Background: an optimization exercise with open tools, aiming at small area. Do not read the settings as production practice. Function was checked by simulation only, so behaviour that the tests miss may differ from the original. The flow treats the clock pin as an ideal source, which a real chip does not have. No activity file was given, so power comes from the tool's default toggle rates.

$ cat design/flow/design.v
`timescale 1ns/1ps
`default_nettype none
package game_pkg;
	typedef enum logic [2-1:0] {
		ROCK    = 2'd0,
		SCISSOR = 2'd1,
		PAPER   = 2'd2
	} move_t;
	typedef struct packed {
		logic user_win;
		logic com_win;
		logic draw;
	} outcome_t;
	typedef enum logic {
		STRAT_CYCLER = 1'b0,
		STRAT_MARKOV = 1'b1
	} strategy_t;
	typedef union packed {
		struct packed {
			move_t user;  
			move_t com;
		} moves;
		logic [2*2-1:0] row;
	} round_key_u;
endpackage
`default_nettype wire
`timescale 1ns/1ps
`default_nettype none
package score_pkg;
	typedef logic [8-1:0] score_t;
	typedef logic [3:0] nibble_t;
	typedef logic [6:0] seg_t;
endpackage
`default_nettype wire
`timescale 1ns/1ps
`default_nettype none
module rps_game (
	input  logic                clock,
	input  logic                reset,
	input  logic                play,
	input  logic                load,
	input  game_pkg::strategy_t strategy,
	input  game_pkg::move_t     user_move,
	output logic                user_win,
	output logic                com_win,
	output logic                draw,
	output score_pkg::seg_t     hex0,
	output score_pkg::seg_t     hex1,
	output score_pkg::seg_t     hex2,
	output score_pkg::seg_t     hex3,
	output score_pkg::seg_t     hex4,
	output score_pkg::seg_t     hex5
);
	localparam int CW = 8;
	logic       strat_q;
	logic [1:0] cyc;
	logic [1:0] pu, pc;     
	logic       have_prev;
	logic [8:0] valid;      
	logic [CW-1:0] cnt [0:8][0:2];
	logic [7:0] user_score, com_score;
	logic [2:0] pu_oh, pc_oh;
	logic [8:0] rsel;
	function automatic logic [2:0] move_oh(input logic [1:0] m);
		move_oh = {m[1], m[0], ~(m[1] | m[0])};
	endfunction
	assign pu_oh = move_oh(pu);
	assign pc_oh = move_oh(pc);
	always_comb begin
		for (int i = 0; i < 3; i++)
			for (int j = 0; j < 3; j++)
				rsel[i*3+j] = pu_oh[i] & pc_oh[j];
	end
	logic [CW-1:0] rd [0:2];  
	always_comb begin
		for (int c = 0; c < 3; c++) begin
			rd[c] = '0;
			for (int k = 0; k < 9; k++)
				rd[c] = rd[c] | (cnt[k][c] & {CW{rsel[k] & valid[k]}});
		end
	end
	logic [CW-1:0] r, s, p;
	assign r = rd[0];
	assign s = rd[1];
	assign p = rd[2];
	logic [1:0] predicted, markov_move, com;
	always_comb begin
		if (r == s && s == p)
			predicted = cyc;
		else if (p >= r && p >= s)
			predicted = 2'd2;
		else if (r == s)
			predicted = cyc[0] ? 2'd1 : 2'd0;
		else if (r > s)
			predicted = 2'd0;
		else
			predicted = 2'd1;
		case (predicted)
			2'd0:    markov_move = 2'd2;
			2'd1:    markov_move = 2'd0;
			default: markov_move = 2'd1;
		endcase
	end
	assign com = strat_q ? markov_move : cyc;
	function automatic logic beats(input logic [1:0] a, input logic [1:0] b);
		logic [2:0] ao, bo;
		ao = move_oh(a);
		bo = move_oh(b);
		beats = (ao[0] & bo[1]) | (ao[1] & bo[2]) | (ao[2] & bo[0]);
	endfunction
	logic uw, cw;
	assign uw = beats(user_move, com);
	assign cw = beats(com, user_move);
	always_ff @(posedge clock or negedge reset) begin
		if (!reset) begin
			strat_q <= 1'b0;
		end else if (load) begin
			strat_q <= strategy;
		end
	end
	always_ff @(posedge clock or negedge reset) begin
		if (!reset) begin
			cyc <= 2'd0;
		end else begin
			cyc <= {cyc[0], ~cyc[0] & ~cyc[1]};
		end
	end
	always_ff @(posedge clock or negedge reset) begin
		if (!reset) begin
			pu <= 2'd0;
			pc <= 2'd0;
			have_prev <= 1'b0;
		end else if (play) begin
			pu <= user_move;
			pc <= com;
			have_prev <= 1'b1;
		end
	end
	always_ff @(posedge clock or negedge reset) begin
		if (!reset) begin
			user_score <= '0;
			com_score <= '0;
		end else begin
			user_score <= user_score + 8'(play & uw);
			com_score <= com_score + 8'(play & cw);
		end
	end
	logic [8:0] row_we;
	assign row_we = rsel & {9{play & have_prev}};
	always_ff @(posedge clock or negedge reset) begin
		if (!reset) begin
			valid <= '0;
		end else begin
			valid <= valid | row_we;
		end
	end
	logic [CW-1:0] wd [0:2];
	logic [2:0] u_oh;
	assign u_oh = move_oh(user_move);
	always_comb begin
		for (int c = 0; c < 3; c++)
			wd[c] = rd[c] + CW'(u_oh[c]);
	end
	always_ff @(posedge clock) begin
		for (int k = 0; k < 9; k++) begin
			if (row_we[k]) begin
				for (int c = 0; c < 3; c++)
					cnt[k][c] <= wd[c];
			end
		end
	end
	assign draw = have_prev & |(pu_oh & pc_oh);
	assign user_win = have_prev & beats(pu, pc);
	assign com_win = have_prev & beats(pc, pu);
	function automatic score_pkg::seg_t seg_of(input score_pkg::nibble_t value);
		case (value)
			4'h0:    seg_of = 7'b100_0000;
			4'h1:    seg_of = 7'b111_1001;
			4'h2:    seg_of = 7'b010_0100;
			4'h3:    seg_of = 7'b011_0000;
			4'h4:    seg_of = 7'b001_1001;
			4'h5:    seg_of = 7'b001_0010;
			4'h6:    seg_of = 7'b000_0010;
			4'h7:    seg_of = 7'b111_1000;
			4'h8:    seg_of = 7'b000_0000;
			4'h9:    seg_of = 7'b001_1000;
			4'hA:    seg_of = 7'b000_1000;
			4'hB:    seg_of = 7'b000_0011;
			4'hC:    seg_of = 7'b100_0110;
			4'hD:    seg_of = 7'b010_0001;
			4'hE:    seg_of = 7'b000_0110;
			default: seg_of = 7'b000_1110;
		endcase
	endfunction
	assign hex0 = seg_of(user_score[3:0]);
	assign hex1 = seg_of(user_score[7:4]);
	function automatic score_pkg::seg_t seg_of_move(input logic [1:0] m);
		seg_of_move = {~m[1], m[0] | m[1], m[0], m[0], m[1], 1'b0, m[0]};
	endfunction
	assign hex2 = seg_of_move(pu);
	assign hex3 = seg_of_move(pc);
	assign hex4 = seg_of(com_score[3:0]);
	assign hex5 = seg_of(com_score[7:4]);
endmodule
`default_nettype wire
$ cat design/flow/flow/run.sh
#!/bin/bash
# Own layout flow: the standard synthesis, then the same synthesis again with an area-oriented
# ABC script and without the full/half-adder extraction step; the smaller netlist is kept only if
# its flip-flops (names and cell types) are exactly those of the standard synthesis. The layout
# then runs the standard ORFS flow (standard.sh) with small port buffers and a leaner clock tree.
set -uo pipefail
W=$PWD
F=$W/flow
R=$W/orfs/results/$FLOW_PLATFORM/rps_game/base
LIB=$FLOW_HOME/platforms/$FLOW_PLATFORM/lib/sky130_fd_sc_hd__tt_025C_1v80.lib

# 1. standard synthesis
bash standard.sh synth > $W/log_std_synth.txt 2>&1 || { echo "standard synthesis failed"; exit 1; }
cp $R/1_2_yosys.v $W/netlist_std.v

# 2. custom synthesis in its own ORFS work home
sed -e 's#^\(source \$::env(SCRIPTS_DIR)/synth_preamble.tcl\)#\1\nset abc_args [lreplace $abc_args 1 1 $::env(MY_ABC)]#' \
    -e 's#^\(\s*\)extract_fa {\*}\[dont_use_extract_fa_args\]#\1\# extract_fa skipped#' \
    $FLOW_HOME/scripts/synth.tcl > $W/synth_c.tcl
sed -e "s#source \$::env(SCRIPTS_DIR)/synth.tcl#source $W/synth_c.tcl#" $W/synth_recipe.tcl > $W/synth_recipe_c.tcl
sed -e "s#SYNTH_SCRIPT=[^ ]*#SYNTH_SCRIPT=$W/synth_recipe_c.tcl#" -e "s#WORK_HOME=[^ ]*#WORK_HOME=$W/orfs_c#" \
    -e '/^if \[\[ -f/,/^fi/d' standard.sh > $W/standard_c.sh
best=$W/netlist_std.v
for s in $F/abc_*.script; do
  n=$(basename $s .script)
  (
    sed -e "s#WORK_HOME=[^ ]*#WORK_HOME=$W/orfs_$n#" $W/standard_c.sh > $W/standard_$n.sh
    if MY_ABC=$s bash $W/standard_$n.sh "MIN_BUF_CELL_AND_PORTS=sky130_fd_sc_hd__buf_1 A X" synth > $W/log_synth_$n.txt 2>&1; then
      cp $W/orfs_$n/results/$FLOW_PLATFORM/rps_game/base/1_2_yosys.v $W/netlist_$n.v
    fi
    rm -rf $W/orfs_$n
  ) &
done
wait
python3 $F/pick.py $LIB $W/netlist_std.v $W/netlist_abc_*.v > $W/log_pick.txt 2>&1
best=$(tail -1 $W/log_pick.txt)
[[ -f "$best" ]] || best=$W/netlist_std.v
if [[ "$best" != "$W/netlist_std.v" ]]; then
  cp "$best" $R/1_2_yosys.v
  rm -f $R/1_synth.odb
fi

PORTS="BUFFER_PORTS_ARGS=-buffer_cell sky130_fd_sc_hd__buf_1"
CTS_BASE="-sink_clustering_enable -repair_clock_nets -dont_use_dummy_load"
CTS_DEFAULT="$CTS_BASE -buf_list {sky130_fd_sc_hd__clkbuf_8} -sink_clustering_size 15 -sink_clustering_max_diameter 100"
sed -e '/^if \[\[ -f/,/^fi/d' standard.sh > $W/standard_t.sh
cp $R/1_2_yosys.v $W/netlist_v0.v
python3 $F/upsize.py $LIB $W/netlist_v0.v $W/netlist_v1.v 16 _4 > $W/log_upsize.txt 2>&1 || cp $W/netlist_v0.v $W/netlist_v1.v
for v in v0 v1; do
  (
    cp -a $W/orfs $W/orfs_p$v
    cp $W/netlist_$v.v $W/orfs_p$v/results/$FLOW_PLATFORM/rps_game/base/1_2_yosys.v
    rm -f $W/orfs_p$v/results/$FLOW_PLATFORM/rps_game/base/1_synth.odb
    sed -e "s#WORK_HOME=[^ ]*#WORK_HOME=$W/orfs_p$v#" $W/standard_t.sh > $W/standard_p$v.sh
    bash $W/standard_p$v.sh "$PORTS" place > $W/log_place_$v.txt 2>&1 || rm -rf $W/orfs_p$v
  ) &
done
wait
for v in v0 v1; do
  [[ -d $W/orfs_p$v ]] || continue
  i=0
  while IFS= read -r cfg; do
    [[ -z "$cfg" || "$cfg" == \#* ]] && continue
    i=$((i+1)); t=${v}_$i
    (
      cp -a $W/orfs_p$v $W/orfs_t$t
      sed -e "s#WORK_HOME=[^ ]*#WORK_HOME=$W/orfs_t$t#" $W/standard_t.sh > $W/standard_t$t.sh
      if bash $W/standard_t$t.sh "$PORTS" "CTS_ARGS=$CTS_BASE $cfg" cts > $W/log_cts_t$t.txt 2>&1; then
        RT=$W/orfs_t$t/results/$FLOW_PLATFORM/rps_game/base
        cat > $W/cts_t$t.tcl <<EOT
read_db $RT/4_cts.odb
read_liberty $LIB
read_sdc $RT/4_cts.sdc
source $FLOW_HOME/platforms/$FLOW_PLATFORM/setRC.tcl
estimate_parasitics -placement
set mx 0
foreach p [get_pins -hierarchical */CLK] { set s [get_property \$p slew_max]; if {\$s > \$mx} {set mx \$s} }
set a 0
foreach inst [get_cells *] { set m [get_property \$inst ref_name]; if {![string match *tap* \$m]} { set a [expr {\$a + [get_property [get_lib_cells */\$m] area]}] } }
puts "RESULT $t \$a \$mx $i"
EOT
        openroad -no_init -exit $W/cts_t$t.tcl > $W/log_cts_measure_t$t.txt 2>&1
      fi
    ) &
  done < $F/cts_options.txt
done
wait
grep -h "^RESULT" $W/log_cts_measure_t*.txt > $W/log_cts_choice.txt 2>/dev/null
best=$(awk '$4 <= 0.110 {print $3, $2}' $W/log_cts_choice.txt | sort -g | head -1 | awk '{print $2}')
CTS_CHOSEN="$CTS_DEFAULT"
if [[ -n "$best" && -d $W/orfs_t$best ]]; then
  n=$(awk -v b="$best" '$2 == b {print $5}' $W/log_cts_choice.txt)
  cfg=$(grep -v '^#' $F/cts_options.txt | grep -v '^$' | sed -n "${n}p")
  CTS_CHOSEN="$CTS_BASE $cfg"
  rm -rf $W/orfs
  mv $W/orfs_t$best $W/orfs
fi
echo "chosen: $best $CTS_CHOSEN" >> $W/log_cts_choice.txt
rm -rf $W/orfs_t* $W/orfs_p*
bash standard.sh "$PORTS" "CTS_ARGS=$CTS_CHOSEN" finish > $W/log_layout.txt 2>&1 || { echo "layout failed"; tail -20 $W/log_layout.txt; exit 1; }
ls -la $W/out
$ cat design/flow/flow/abc_amap.script
strash
dch -f
amap
topo
$ cat design/flow/flow/abc_ds1.script
strash
&get -n
&deepsyn -I 20 -J 10
&put
dch -f
amap
topo
$ cat design/flow/flow/abc_ds2.script
strash
&get -n
&deepsyn -I 20 -J 10 -S 5
&put
dch -f
amap -F 4 -A 10
topo
$ cat design/flow/flow/abc_ds3.script
strash
dc2
&get -n
&deepsyn -I 20 -J 10
&put
dch -f
amap -F 4 -A 10
topo
$ cat design/flow/flow/abc_ds4.script
strash
&get -n
&deepsyn -I 20 -J 10 -S 9
&put
dch -f
amap -F 4 -A 10
topo
$ cat design/flow/flow/abc_ds5.script
strash
&get -n
&deepsyn -I 20 -J 10 -S 13
&put
dch -f
amap -F 4 -A 10
topo
$ cat design/flow/flow/cts_options.txt
# clock-tree options tried after placement (one per line, added to the base CTS arguments)
-buf_list {sky130_fd_sc_hd__clkbuf_8} -sink_clustering_size 15 -sink_clustering_max_diameter 100
-buf_list {sky130_fd_sc_hd__clkbuf_4} -sink_clustering_size 9 -sink_clustering_max_diameter 50
-buf_list {sky130_fd_sc_hd__clkbuf_4} -sink_clustering_size 9 -sink_clustering_max_diameter 60
-buf_list {sky130_fd_sc_hd__clkbuf_4} -sink_clustering_size 10 -sink_clustering_max_diameter 40
-buf_list {sky130_fd_sc_hd__clkbuf_8} -sink_clustering_size 16 -sink_clustering_max_diameter 80
-buf_list {sky130_fd_sc_hd__clkbuf_4} -sink_clustering_size 8 -sink_clustering_max_diameter 50
$ cat design/flow/flow/pick.py
# pick.py LIB STD.v CAND.v... : prints the smallest netlist whose flip-flops (instance names and
# cell types) equal the standard synthesis's; the last line is the chosen file
import re, sys
lib = open(sys.argv[1]).read()
area = {m.group(1): float(m.group(2)) for m in
        re.finditer(r'cell\s*\(\s*"?(\w+)"?\s*\)\s*\{.*?area\s*:\s*([\d.]+)', lib, re.S)}
seq = re.compile(r'sky130_fd_sc_hd__(e?df|dl|sdf|sedf)')
def read(path):
    cells, ffs = [], set()
    for m in re.finditer(r'^\s*(sky130_fd_sc_hd__\w+)\s+(\S+)\s*\(', open(path).read(), re.M):
        cells.append(m.group(1))
        if seq.match(m.group(1)):
            ffs.add((m.group(1), m.group(2)))
    return sum(area.get(c, 0.0) for c in cells), ffs
std_area, std_ffs = read(sys.argv[2])
best, best_area = sys.argv[2], std_area
print(f"{sys.argv[2]}: {std_area:.1f} um2, {len(std_ffs)} flip-flops")
for path in sys.argv[3:]:
    try:
        a, ffs = read(path)
    except OSError:
        continue
    same = ffs == std_ffs
    print(f"{path}: {a:.1f} um2, flip-flops {'match' if same else 'DIFFER'}")
    if same and a < best_area:
        best, best_area = path, a
print(best)
$ cat design/flow/flow/upsize.py
# upsize.py LIB IN.v OUT.v MINFANOUT : drivers of nets with >= MINFANOUT loads get a stronger variant
import re, sys
lib = open(sys.argv[1]).read()
cells = set(re.findall(r'cell\s*\(\s*"?(sky130_fd_sc_hd__\w+)"?\s*\)', lib))
txt = open(sys.argv[2]).read(); minf = int(sys.argv[4])
insts = list(re.finditer(r'^(\s*)(sky130_fd_sc_hd__\w+)(\s+)(\S+)(\s*\()(.*?)\);', txt, re.S | re.M))
fan = {}; drv = {}
for m in insts:
    for p, n in re.findall(r'\.(\w+)\(([^()]*)\)', m.group(6)):
        n = n.strip()
        if p in ('X', 'Y', 'Q', 'HI', 'LO'): drv[n] = m
        else: fan[n] = fan.get(n, 0) + 1
swap = {}
for n, k in fan.items():
    if k >= minf and n in drv:
        m = drv[n]; c = m.group(2)
        if re.search(r'(df|dl|conb)', c): continue
        base = re.sub(r'_\d+$', '', c)
        for s in (sys.argv[5:] or ['_4', '_2']):
            if base + s in cells and base + s != c:
                swap[m.start()] = (m, base + s); break
out = []; last = 0
for st in sorted(swap):
    m, nc = swap[st]
    out.append(txt[last:m.start(2)]); out.append(nc); last = m.end(2)
    print(m.group(2), '->', nc, m.group(4), file=sys.stderr)
out.append(txt[last:])
open(sys.argv[3], 'w').write(''.join(out))
$ cat design/flow/standard.sh
#!/bin/bash
# synth_recipe.tcl (not shown) runs the flow's synth.tcl, then flattens the netlist and writes it again
# the make line also repeats each setting of config.mk as NAME=value (left out here)
make -C /OpenROAD-flow-scripts/flow DESIGN_CONFIG=/design/flow/config.mk WORK_HOME=/design/flow/orfs CLKGATE_MAP_FILE= SYNTH_SCRIPT=/design/flow/synth_recipe.tcl "${@:-finish}"
$ cat design/flow/config.mk
export PLATFORM = sky130hd
export DESIGN_NAME = rps_game
export DESIGN_NICKNAME = rps_game
export VERILOG_FILES = /design/flow/design.v
export SDC_FILE = /design/flow/constraint.sdc
export NUM_CORES = 8
export LEC_CHECK = 0
export CAP_MARGIN = 20
export CORE_MARGIN = 2
export CORE_UTILIZATION = 40
export PLACE_DENSITY = 0.6
export SLEW_MARGIN = 20
$ cat design/flow/constraint.sdc
create_clock -name core_clock -period 10.0 [get_ports {clock}]
set_input_delay 2.0000 -clock core_clock [delete_from_list [all_inputs] [get_ports {clock}]]
set_output_delay 2.0000 -clock core_clock [all_outputs]
set_load 0.01 [all_outputs]
==> results of run 1 <==
## sequential cells by signal, indices dropped and copies added, names as in the netlist, 2 cells and up
register,flops
user_score,8
valid,9
cnt,216
com_score,8
pu,2
cyc,2
pc,2
## power groups by stage
stage | Combinational, uW | Sequential (uW) | Clock (uW)
2_1_floorplan | 806 | 1550 | 0
6_report | 1210 | 1550 | 444
3_3_place_gp | 1150 | 1560 | 0
4_1_cts | 1200 | 1550 | 461
3_5_place_dp | 1190 | 1570 | 0
5_1_grt | 1320 | 1570 | 499
## worst paths after layout
path / to / cells past startpoint / slack (ns)
min: cyc[1] / 0 / 0.46
min in group asynchronous: valid[7] / 1 / 1.42
max: user_score[7] / 30 / 3.71
min reg2reg: cyc[1] / 0 / 0.46
max in group asynchronous: user_score[6] / 1 / 8.05
max reg2reg: user_score[7] / 30 / 3.71
## cell type report
type                    count  area (um2)  area share [%]
diodes                      1        2.50          0.0232
multi-input cells         356        2370            22.0
well taps                 324         405            3.77
clock buffers              31         233            2.16
inverters                  60         225            2.09
flip-flops and latches    249        7310            67.9
repair buffers             53         215            2.00
## layout by cell type, fill, tap and decap left out, drive strengths merged, types with 2 or more instances in the layout
cell and instances:
edfxtp 216, a222oi 72, nor2 63, clkinv 60, buf 52, a21oi 35
dfrtp 33, clkbuf 32, nand3 30, nand2 29, o21ai 18, o22ai 16
or2 14, o21a 13, a22oi 9, o32ai 6, and3 6, nor3 6
nand4 4, a21boi 4, nor2b 4, o41ai 3, or3 3, nor4 3
a31oi 3, a211oi 2, o221ai 2, conb 2
## stage by stage
stage | cells | power [uW] | cell area, um2 | utilization [%]
after floorplan | 671 | 2350 | 9930 | -
after global placement | 1042 | 2710 | 10500 | 43.3
after detailed placement | 1042 | 2770 | 10500 | 43.3
after CTS | 1073 | 3210 | 10800 | 44.3
after global routing | 1073 | 3390 | 10800 | 44.3
final | 1074 | 3200 | 10800 | 44.3
## metal layers
layer | wire length, um | up-vias
li1 | - | 2899
met1 | 10500 | 3215
met2 | 11400 | 309
met3 | 1870 | 37
met4 | 414 | 0
met5 | 0 | -
## critical path: cells and delay by family (launching register included)
| kind | cells | cell delay (ns) |
|---|---|---|
| buffers and inverters | 4 | 0.55 |
| AND/OR/NAND/NOR | 15 | 3.50 |
| flip-flops | 1 | 0.48 |
| AO/OA/AOI/OAI | 11 | 1.66 |
==> out/results.txt, run 1 <==
CORE AREA - 24,300 um2
FILL cells - 2,172
Clock Sinks - 249
WP data required - 10.59 ns
WHS - 0.465 ns
Die ar. - 26,100 um2
Min cycle time layout - 6.29 ns
Crit path from - pc[0]
Fin. Hold Viols - 0
Combinational share of power - 37.7%
Internal power - 1960 uW
TritonCTS Buffers - 31
Sw frac - 38.8%
Worst Max-Slew Pin Slew - 1.05 ns
H-tree depth - 1
Max frequency - 0.159 GHz
Post_cts resized - 0
Syn Inst Count - 670
CP max stage delay - 0.69 ns
Post-Synthesis Cell Area - 9930 um2
Worst VDD drop - 183 uV
Worst Skew - 0.0301 ns
Seq pwr share - 48.5%
GRT busiest layer - met2
Arrival @ worst endpoint - 6.87 ns
Clock share of power - 13.9%
Share of layout cells above drive strength 1 - 7.21%
Met3 GRT Util - 3.60%
Starting Density - 40.8%
Slew Viols, Final - 0
Final Cycle Share - 62.9%
LEAKAGE - 0.00335 uW
Dpl ws - 3.82 ns
Critical Path Sink Type - flip-flop
Drt first pass iters - 7
Reg-to-Reg Start - pc[0]
Max cap viols - 0
Post-CTS setup buffers - 0
Synthesis-to-layout area growth - 8.43%
Largest net degree at the start of global routing - 34
DRT Wirelength - 24.2 mm
Setup_tns - 0 ns
HP Class - flip-flop to flip-flop
Vias in the first global route - 6,499
Cell Rows - 57
Initial DRC count - 941
RSZ-0062 raised after global routing - no
Crit path max fanout - 24
Grt ovf - 0
PortBufs - 49
Clock buffer depth - 3
Most frequent CP cell - nor2_1
Grt met2 use - 30.1%
Clk slew on worst S/H paths - 0.10 ns
Via count - 6,460
Final setup violation count - 0
Root Driver - clkbuf_4
Clk Latency, worst-skew pair - 0.68 ns
Setup ws final - 3.71 ns
Min-delay src - cyc[0]
Final ANT Viol Nets - 0
Vias/cell - 6.01
Synth warn - 4
DRC - 0
CP max stage cell - nor2b_4
First-pass GRT wire length - 37.1 mm
CTS tree - built
Outcome - complete, no violations
GPL Wtd Cong - 0.868
Crit Path Class - flip-flop to flip-flop
GR Util met1 - 25.5%
Initial antenna violation count - 0
I/O pin cnt - 52
CTS Hold Bufs - 0
Final net count - 758
Avg WL per Cell - 22.5 um
CP Launch Type - flip-flop
Total GRT Usage - 18.4%
Die height - 162 um
Power Dens Cells - 297 nW/um2
Slew headroom - 29.9%
Syn avg cell area - 14.8 um2
Psw - 1240 uW
DP HPWL - 14.3 mm
Die Span X - 162 um
==> inputs of run 2 (changes only) <==
--- a/design/flow/design.v
+++ b/design/flow/design.v
@@ -85,19 +85,24 @@
 	assign p = rd[2];
-	logic [1:0] predicted, markov_move, com;
-	always_comb begin
-		if (r == s && s == p)
-			predicted = cyc;
-		else if (p >= r && p >= s)
-			predicted = 2'd2;
-		else if (r == s)
-			predicted = cyc[0] ? 2'd1 : 2'd0;
-		else if (r > s)
-			predicted = 2'd0;
+	logic [1:0] markov_move, com;
+	logic [CW:0] d_sr, d_rp, d_sp;
+	logic eq_rs, eq_sp, r_gt_s, p_ge_r, p_ge_s;
+	always_comb begin
+		d_sr = {1'b0, s} - {1'b0, r};
+		d_rp = {1'b0, p} - {1'b0, r};
+		d_sp = {1'b0, p} - {1'b0, s};
+		r_gt_s = d_sr[CW];
+		p_ge_r = ~d_rp[CW];
+		p_ge_s = ~d_sp[CW];
+		eq_rs = (r == s);
+		eq_sp = (s == p);
+		if (eq_rs && eq_sp)
+			markov_move = (cyc == 2'd0) ? 2'd2 : (cyc == 2'd1) ? 2'd0 : 2'd1;
+		else if (p_ge_r && p_ge_s)
+			markov_move = 2'd1;
+		else if (eq_rs)
+			markov_move = cyc[0] ? 2'd0 : 2'd2;
+		else if (r_gt_s)
+			markov_move = 2'd2;
 		else
-			predicted = 2'd1;
-		case (predicted)
-			2'd0:    markov_move = 2'd2;
-			2'd1:    markov_move = 2'd0;
-			default: markov_move = 2'd1;
-		endcase
+			markov_move = 2'd0;
 	end
==> design/flow/flow/abc_ds_s17.script (new file) <==
strash
&get -n
&deepsyn -I 20 -J 10 -S 17
&put
dch -f
amap -F 4 -A 10
topo
==> design/flow/flow/abc_ds_s21.script (new file) <==
strash
&get -n
&deepsyn -I 20 -J 10 -S 21
&put
dch -f
amap -F 4 -A 10
topo
==> out/results.txt, run 2 <==
DP HPWL - 14.2 mm (was 14.3 mm)
RSZ-0062 raised after global routing - no (unchanged)
WHS - 0.491 ns (was 0.465 ns)
Min cycle time layout - 6.40 ns (was 6.29 ns)
H-tree depth - 1 (unchanged)
Clk slew on worst S/H paths - 0.10 ns (about the same)
Final net count - 747 (was 758)
FILL cells - 2,161 (was 2,172)
Grt ovf - 0 (unchanged)
Largest net degree at the start of global routing - 34 (unchanged)
Slew headroom - 27.8% (was 29.9%)
CTS Hold Bufs - 0 (unchanged)
Starting Density - 40.7% (was 40.8%)
Root Driver - clkbuf_4 (unchanged)
Slew Viols, Final - 0 (unchanged)
Crit path from - pc[0] (unchanged)
DRC - 0 (unchanged)
Layout Cells excl Fill - 1,062 (was 1,074)
Vias/cell - 6.04 (was 6.01)
Die ar. - 26,000 um2 (was 26,100 um2)
CP Launch Type - flip-flop (unchanged)
CP max stage cell - nor2b_4 (unchanged)
Initial DRC count - 885 (was 941)
Critical path's top delay family - simple AND/OR/NAND/NOR gates (unchanged)
Max cap viols - 0 (unchanged)
Syn Inst Count - 659 (was 670)
Reg with most FFs - cnt (unchanged)
Initial antenna violation count - 0 (unchanged)
Max FFs per register - 216 (unchanged)
Reg-to-Reg Start - pc[0] (unchanged)
Power Dens Cells - 297 nW/um2 (about the same)
Critical Path Sink Type - flip-flop (unchanged)
WP data required - 10.59 ns (about the same)
Antenna Cells - 0 (was 1)
Via count - 6,413 (was 6,460)
Cell Rows - 57 (unchanged)
Max frequency - 0.156 GHz (was 0.159 GHz)
Die Span X - 161 um (was 162 um)
Post_cts resized - 0 (unchanged)
Post-CTS setup buffers - 0 (unchanged)
HP Class - flip-flop to flip-flop (unchanged)
Arrival @ worst endpoint - 6.99 ns (was 6.87 ns)
Sequential Area - 7310 um2 (unchanged)
Worst Max-Slew Pin Slew - 1.08 ns (was 1.05 ns)
LEAKAGE - 0.00332 uW (was 0.00335 uW)
Commonest non-fill, non-tap cell in the layout - edfxtp_1 (unchanged)
Drt first pass iters - 5 (was 7)
Min-delay src - valid[0] (was cyc[0])
Clock Sinks - 249 (unchanged)
CORE AREA - 24,300 um2 (unchanged)
Vias in the first global route - 6,361 (was 6,499)
CP max stage delay - 0.73 ns (was 0.69 ns)
Buf/Inv on CP - 4 (unchanged)
DRT Wirelength - 24.3 mm (was 24.2 mm)
GPL Wtd Cong - 0.879 (was 0.868)
Syn avg cell area - 15.0 um2 (was 14.8 um2)
CTS tree - built (unchanged)
Crit Path Class - flip-flop to flip-flop (unchanged)
Post-Synthesis Cell Area - 9890 um2 (was 9930 um2)
Biggest regs - cnt (216), valid (9) (unchanged)
Multi-input gate area in the final layout - 2330 um2 (was 2370 um2)
Final ANT Viol Nets - 0 (unchanged)
Outcome - complete, no violations (unchanged)
Synthesis-to-layout area growth - 8.44% (was 8.43%)
Die height - 161 um (was 162 um)
Share of layout cells above drive strength 1 - 7.32% (was 7.21%)
Clock buffer depth - 3 (unchanged)
Worst VDD drop - 197 uV (was 183 uV)
Synth warn - 4 (unchanged)
Commonest non-fill, non-tap cells in the layout - edfxtp_1 (216), a222oi_1 (74), clkinv_1 (60), buf_1 (48), nor2_1 (41) (was edfxtp_1 (216), a222oi_1 (72), clkinv_1 (60), nor2_1 (56), buf_1 (48))
First-pass GRT wire length - 37.4 mm (was 37.1 mm)
Crit path max fanout - 24 (unchanged)
Final setup violation count - 0 (unchanged)
Cells after DPL - 1,031 (was 1,042)
Dpl ws - 3.82 ns (about the same)
TritonCTS Buffers - 31 (unchanged)
Setup_tns - 0 ns (unchanged)
Fin. Hold Viols - 0 (unchanged)
PortBufs - 49 (unchanged)
Avg WL per Cell - 22.9 um (was 22.5 um)
Total GRT Usage - 18.8% (was 18.4%)
Final Cycle Share - 64.0% (was 62.9%)
Power, Total - 3180 uW (was 3200 uW)
Worst Skew - 0.0394 ns (was 0.0301 ns)
I/O pin cnt - 52 (unchanged)
Setup ws final - 3.60 ns (was 3.71 ns)
Clk Latency, worst-skew pair - 0.68 ns (about the same)
run 2: worst paths after layout:
| path | to | slack, ns | depth (start not counted) |
|---|---|---|---|
| setup / recovery | user_score[7] | 3.60 | 27 |
| hold / removal | valid[0] | 0.49 | 1 |
| setup reg to reg | user_score[7] | 3.60 | 27 |
| hold reg to reg | valid[0] | 0.49 | 1 |
| max in group asynchronous | com_score[7] | 8.01 | 1 |
| min in group asynchronous | user_score[3] | 1.42 | 1 |
run 2: area by class of cell:
cell class | count | area share, %
flip-flops and latches | 249 | 68.2
multi-input cells | 345 | 21.8
well taps | 324 | 3.78
clock buffers | 31 | 2.17
inverters | 60 | 2.10
repair buffers | 53 | 2.01
run 2: per-layer routing:
| metal | global-route usage [%] | wire length [um] | vias to the layer above |
|---|---|---|---|
| met3 | 2.98 | 2120 | 41 |
| met1 | 26.3 | 10200 | 3198 |
| met4 | 4.71 | 437 | 0 |
| met5 | 0 | 0 | - |
| li1 | - | - | 2864 |
| met2 | 31.0 | 11500 | 310 |
run 2: through the flow:
step / cell area [um2] / utilization (%)
after global placement: 10500 / 43.1
final: 10700 / 44.1
after global routing: 10700 / 44.1
after CTS: 10700 / 44.1
after detailed placement: 10500 / 43.1
after floorplan: 9890 / -
run 2: worst register-to-register path, stage by stage, from the launching register on:
cell and delay (ns):
dfrtp_1 0.49, clkinv_1 0.22, nand3_1 0.27, nor2b_4 0.73, a222oi_1 0.26, nand3_1 0.17
clkinv_1 0.15, o22ai_1 0.26, clkinv_1 0.09, o221ai_1 0.09, or4_1 0.14, o221ai_1 0.09
o221ai_1 0.09, o221ai_1 0.15, a222oi_1 0.28, a2111oi_0 0.12, nor4_1 0.53, a21oi_1 0.16
nor2_1 0.17, a222oi_1 0.14, or3_1 0.43, nor3_1 0.30, clkinv_1 0.17, nor2_1 0.22
nand2_1 0.13, nor2_1 0.21, nor2_1 0.07, a21oi_1 0.17
run 2: where the power goes:
| part | switching [uW] | internal, uW |
|---|---|---|
| sequential | 94.0 | 1490 |
| clock | 302 | 142 |
| combinational | 819 | 332 |

==> afterwards: timing with drivers on the ports <==
In the flow no input, the clock included, has a driving cell. The finished layouts below were timed again as built, in two steps.
Step 1 assumes that a clkbuf_16 drives the clock port and a buf_2 every other input.
Step 2 adds t to the input delays and takes it off the output delays; t is the mean of the earliest and latest rising clock arrival at the registers after step 1. Input paths then give back, and output paths get back, about the clock's delay inside the block.
a / b / c = ideal / step 1 / step 2; a / b = the first two.
run | t (ns) | setup WS [ns] | worst setup path after step 2 | worst register clock-pin slew, ns
run 1 | 0.702 | 3.713 / 3.713 / 3.713 | register to register | 0.10 / 0.10
run 2 | 0.701 | 3.597 / 3.597 / 3.597 | register to register | 0.11 / 0.11
After both steps every run listed still meets setup and hold.
